This design comes from an exercise in tuning for small area, a short achievable clock period and few clock cycles per item on the open sky130 flow, not from production work. Only simulation tests tie the RTL to the original design; equivalence was not proved.

==> flow/design.v, too long to show whole: its modules and the start of the top module <==
// module aslc_mul: 888 lines
// module adaptive_step_length_controller: 245 lines
module adaptive_step_length_controller (
    input  logic                             aclk,
    input  logic                             aresetn,
    input  logic                             s_tvalid,
    output logic                             s_tready,
    input  logic [aslc_pkg::S_TDATA_W-1:0]   s_tdata,
    input  logic                             s_tuser,
    output logic                             m_tvalid,
    input  logic                             m_tready,
    output logic [aslc_pkg::M_TDATA_W-1:0]   m_tdata,
    output logic                             m_tlast,
    input  logic                             cfg_valid,
    output logic                             cfg_ready,
    input  logic [aslc_pkg::CFG_IDX_W-1:0]   cfg_index,
    input  logic [aslc_pkg::CFG_DATA_W-1:0]  cfg_data
);
  // ...
==> flow/run.sh <==
#!/bin/bash
# synth_recipe.tcl (not shown) runs the flow's synth.tcl, then flattens the netlist and writes it again
# the make line also repeats each setting of config.mk as NAME=value (left out here)
make -C /OpenROAD-flow-scripts/flow DESIGN_CONFIG=/design/flow/config.mk WORK_HOME=/design/flow/orfs CLKGATE_MAP_FILE= SYNTH_SCRIPT=/design/flow/synth_recipe.tcl finish
==> flow/config.mk <==
export PLATFORM = sky130hd
export DESIGN_NAME = adaptive_step_length_controller
export DESIGN_NICKNAME = adaptive_step_length_controller
export VERILOG_FILES = /design/flow/design.v
export SDC_FILE = /design/flow/constraint.sdc
export NUM_CORES = 4
export LEC_CHECK = 0
export CAP_MARGIN = 60
export CORE_MARGIN = 2
export CORE_UTILIZATION = 40
export SLEW_MARGIN = 60
==> flow/constraint.sdc <==
create_clock -name core_clock -period 18.0 [get_ports {aclk}]
set_input_delay 3.6000 -clock core_clock [delete_from_list [all_inputs] [get_ports {aclk}]]
set_output_delay 3.6000 -clock core_clock [all_outputs]
set_load 0.01 [all_outputs]
==> impl_metrics.env, run 1 <==
export IMPL_track_usage_pct=32.8
export IMPL_dominant_cells="multi-input combinational cells"
export IMPL_ctsResizeCount=0
export IMPL_seq_share_pct=19.9
export IMPL_crit_fanout=37
export IMPL_final_cell_mix="nand2_1, inv_1, a21oi_1"
export IMPL_synth_most_common_cell="nand2_1"
export IMPL_rsz0062_at_grt="false"
export IMPL_reg_top3="i_val x48, st_acc x48, c_eps x47"
export IMPL_gp_congestion=1.06
export IMPL_slew_violations=0
export IMPL_synth_flop_cell="dfxtp_1"
export IMPL_finalCritPeriodShare_pct=51.8
export IMPL_fin_tns_setup_ns=0
export IMPL_cts_root_buf="clkbuf_16"
export IMPL_wl_um=215000
export IMPL_syn_inst=6073
export IMPL_die_w_um=358
export IMPL_route_antenna_remaining_nets=0
export IMPL_ys_types=92
export IMPL_r2r_end="st_len[15]"
export IMPL_critPathLaunch="st_len[24]"
export IMPL_grt_max_degree=93
export IMPL_whs_endpoint="st_strict"
export IMPL_antenna_found_initial=22
export IMPL_top_usage_layer="met2"
export IMPL_hold_start="i_start_strict"
export IMPL_status="complete, no violations"
export IMPL_fin_util_pct=46.4
export IMPL_dr_wl_met3_um=23000
export IMPL_grtUsageMet1_pct=43.6
export IMPL_cts_tree="yes"
export IMPL_synth_edff_count=170
export IMPL_worstSetupStartpointType="flip-flop"
export IMPL_drtPass1Iterations=8
Testbench counts, summed over its fixed seeds: cycles 8,582, items 8,246.
==> inputs of run 2 (changes only) <==
--- a/flow/config.mk
+++ b/flow/config.mk
@@ -7,5 +7,5 @@
 export LEC_CHECK = 0
-export CAP_MARGIN = 60
+export CAP_MARGIN = 20
 export CORE_MARGIN = 2
 export CORE_UTILIZATION = 40
-export SLEW_MARGIN = 60
+export SLEW_MARGIN = 20
==> run 2 against run 1 <==
Effect of this change: non-clock buffer count down 23; utilization down 0.41 points; critical endpoint is now i_start_len[3].
==> impl_metrics.env, run 2 <==
export IMPL_critical_path_arrival_ns=10.79
export IMPL_cpMaxStageDelayCell="nor4_1"
export IMPL_area_growth_pct=13.8
export IMPL_synth_nets=6954
export IMPL_fin_crit_ns=10.45
export IMPL_clkLatencyLatePin_ns=0.70
export IMPL_fin_skew_ns=0.0347
export IMPL_cts_buffer_depth=3
export IMPL_critPathBufInv=4
export IMPL_dp_hpwl_um=157000
export IMPL_slew_violations=0
export IMPL_syn_inst=6073
export IMPL_drtIter0Drc=5870
export IMPL_min_path_type="flip-flop to flip-flop"
export IMPL_cp_end_kind="flip-flop"
export IMPL_synth_seq_cells=485
export IMPL_status="complete, no violations"
export IMPL_synth_top_cell_area_share_pct=13.1
export IMPL_io_buffer_count=318
export IMPL_post_cts_setup_buffer_count=0
export IMPL_crit_fanout=34
export IMPL_cts_reportedPaths_clkPinSlew_ns=0.07
export IMPL_fin_tns_setup_ns=0
export IMPL_cts_max_level=2
export IMPL_tightest_slew_ns=1.17
export IMPL_synth_most_common_cell="nand2_1"
export IMPL_antenna_found_initial=27
export IMPL_maxCapViolations=0
export IMPL_viasPerCell=6.01
export IMPL_worstPathCellList="clkdlybuf4s50_1 > nor4_1 > nand4_1 > o21ai_4 > buf_4 > mux2i_1 > inv_1 > ha_1 > nand4_1 > nor4_1 > nand3_1 > nor3b_1 > a22o_1 > buf_4 > nor2_1 > a21bo_2 > a22oi_1"
export IMPL_hold_buffers=0
export IMPL_synth_edff_count=170
export IMPL_drive_gt1_share_pct=5.21
export IMPL_max_freq_mhz=95.7
export IMPL_final_cell_mix="nand2_1, inv_1, a21oi_1"
export IMPL_worst_path_largest_cell_delay_ns=0.96
export IMPL_synthTopCellsByArea="fa_1, dfxtp_1, edfxtp_1, ha_1, nand2_1"
export IMPL_cts_root_buf="clkbuf_16"
export IMPL_setup_viol=0
export IMPL_grt_max_degree=93
export IMPL_design_area_um2=57000
export IMPL_ys_types=92
export IMPL_gp_congestion=1.06
export IMPL_track_usage_pct=32.7
export IMPL_hold_violations=0
export IMPL_worstSetupStartpointType="input pin"
export IMPL_grt_pass1_wl_um=310000
export IMPL_rows=129
export IMPL_yosysSeqAreaShare_pct=22.8
export IMPL_cts_tree="yes"
export IMPL_ctsResizeCount=0
export IMPL_required_ns=18.34
export IMPL_synth_top_area_cell="fa_1"
export IMPL_drc=0
export IMPL_wl_um=215000
export IMPL_reg_top3="i_val x48, st_acc x48, c_eps x47"
export IMPL_grt_overflow_total=0
export IMPL_grt_pass1_vias=44963
export IMPL_fin_nets=7035
export IMPL_netlist_area_um2=50100
export IMPL_drtPass1Iterations=8
export IMPL_vias=47128
export IMPL_synth_flop_cell="dfxtp_1"
export IMPL_die_w_um=358
export IMPL_syn_area_per_cell_um2=8.24
export IMPL_die_y_um=358
export IMPL_final_common_cell="nand2_1"
export IMPL_yosys_top_cells_count="nand2_1, inv_1, a21oi_1, ha_1, clkbuf_1"
export IMPL_core_area_um2=124000
export IMPL_yosys_warnings=1
export IMPL_initial_core_util_pct=40.4
export IMPL_post_drt_wl_per_cell_um=27.4
export IMPL_worst_setup_path_type="input pin to flip-flop"
export IMPL_finalCritPeriodShare_pct=58.0
export IMPL_rsz0062_at_grt="false"
export IMPL_slew_headroom_pct=21.6
export IMPL_ios=324
export IMPL_cts_buffers=57
export IMPL_dieArea_um2=128000
export IMPL_route_antenna_remaining_nets=0
export IMPL_critical_path_top_delay_family="simple AND/OR/NAND/NOR gates"
export IMPL_cts_sinks=485
export IMPL_async_flop_share_pct=0
export IMPL_place_area_um2=54900
[run 2: final timing paths]
| check | start | to | slack [ns] | depth (start not counted) |
|---|---|---|---|---|
| min | i_start_strict | st_strict | 0.44 | 0 |
| max | s_tdata[97] | i_start_len[3] | 7.55 | 17 |
| max reg2reg | c_ceil[10] | st_len[28] | 7.76 | 26 |
| min reg2reg | i_start_strict | st_strict | 0.44 | 0 |
[run 2: metrics by stage]
| stage | cells | hold WS, ns | setup WS, ns | utilization (%) |
|---|---|---|---|---|
| after detailed placement | 7730 | 0.412 | 7.78 | 44.3 |
| after global routing | 7840 | 0.455 | 7.56 | 46.0 |
| final | 7845 | 0.436 | 7.55 | 46.0 |
| after global placement | 7730 | 0.408 | 7.72 | 44.3 |
| after floorplan | 6073 | 0.400 | 10.34 | - |
| after CTS | 7838 | 0.430 | 8.14 | 45.9 |
[run 2: per-layer routing]
layer  wire, um  global-route usage (%)  vias to the layer above
li1           -                       -                    21179
met1      88800                    43.6                    22955
met2      92700                    49.9                     2441
met3      22400                    8.27                      515
met4      10800                    14.6                       38
met5        268                       0                        -
[run 2: cell type report]
class,count,area (um2)
fillers,12156,67000
multi-input cells,4475,34600
flip-flops and latches,485,11400
repair buffers,479,4390
inverters,656,2470
well taps,1637,2050
clock buffers,77,1600
clock inverters,31,437
diodes,5,12.5
[run 2: cells by family (layout without fill, tap and decap cells)]
| kind of cell | Yosys count | count (layout) | share of synthesized area [%] |
|---|---|---|---|
| AOI/OAI and AO/OA | 1558 | 1558 | 20.2 |
| xor gates and xnor gates | 537 | 537 | 9.39 |
| and+or+nand+nor | 1572 | 1572 | 14.6 |
| adders and majority gates | 705 | 705 | 22.5 |
| muxes | 102 | 102 | 2.06 |
| buffers and inverters | 1113 | 1243 | 8.43 |
| other | 1 | 6 | 0.00749 |
| DFF | 485 | 485 | 22.8 |

port drivers added, routing unchanged:
The results above use ideal ports. As a check the final layouts listed here were re-extracted and re-timed, cells and wires unchanged. Step 1 (the two cells are an assumption about what drives the block):
set clk [get_ports {aclk}]
set_driving_cell -lib_cell sky130_fd_sc_hd__clkbuf_16 $clk
set_driving_cell -lib_cell sky130_fd_sc_hd__buf_2 [delete_from_list [all_inputs] $clk]
Step 2 also shifts input and output timing later by t, the mid clock arrival at the registers, as if the neighbouring blocks saw the same clock. a / b / c = ideal / step 1 / step 2; a / b = the first two.
run | shift t [ns] | setup slack, ns | hold slack, ns | worst setup path after step 2
run 1 | 0.754 | 8.679 / 8.679 / 8.285 | 0.429 / 0.429 / 0.429 | input to register
run 2 | 0.756 | 7.552 / 7.604 / 6.848 | 0.436 / 0.436 / 0.436 | input to register
After both steps every run listed still meets setup and hold. For run 2, which loses most, drivers alone change the setup slack by +0.052 ns; drivers and shift together by -0.704 ns.
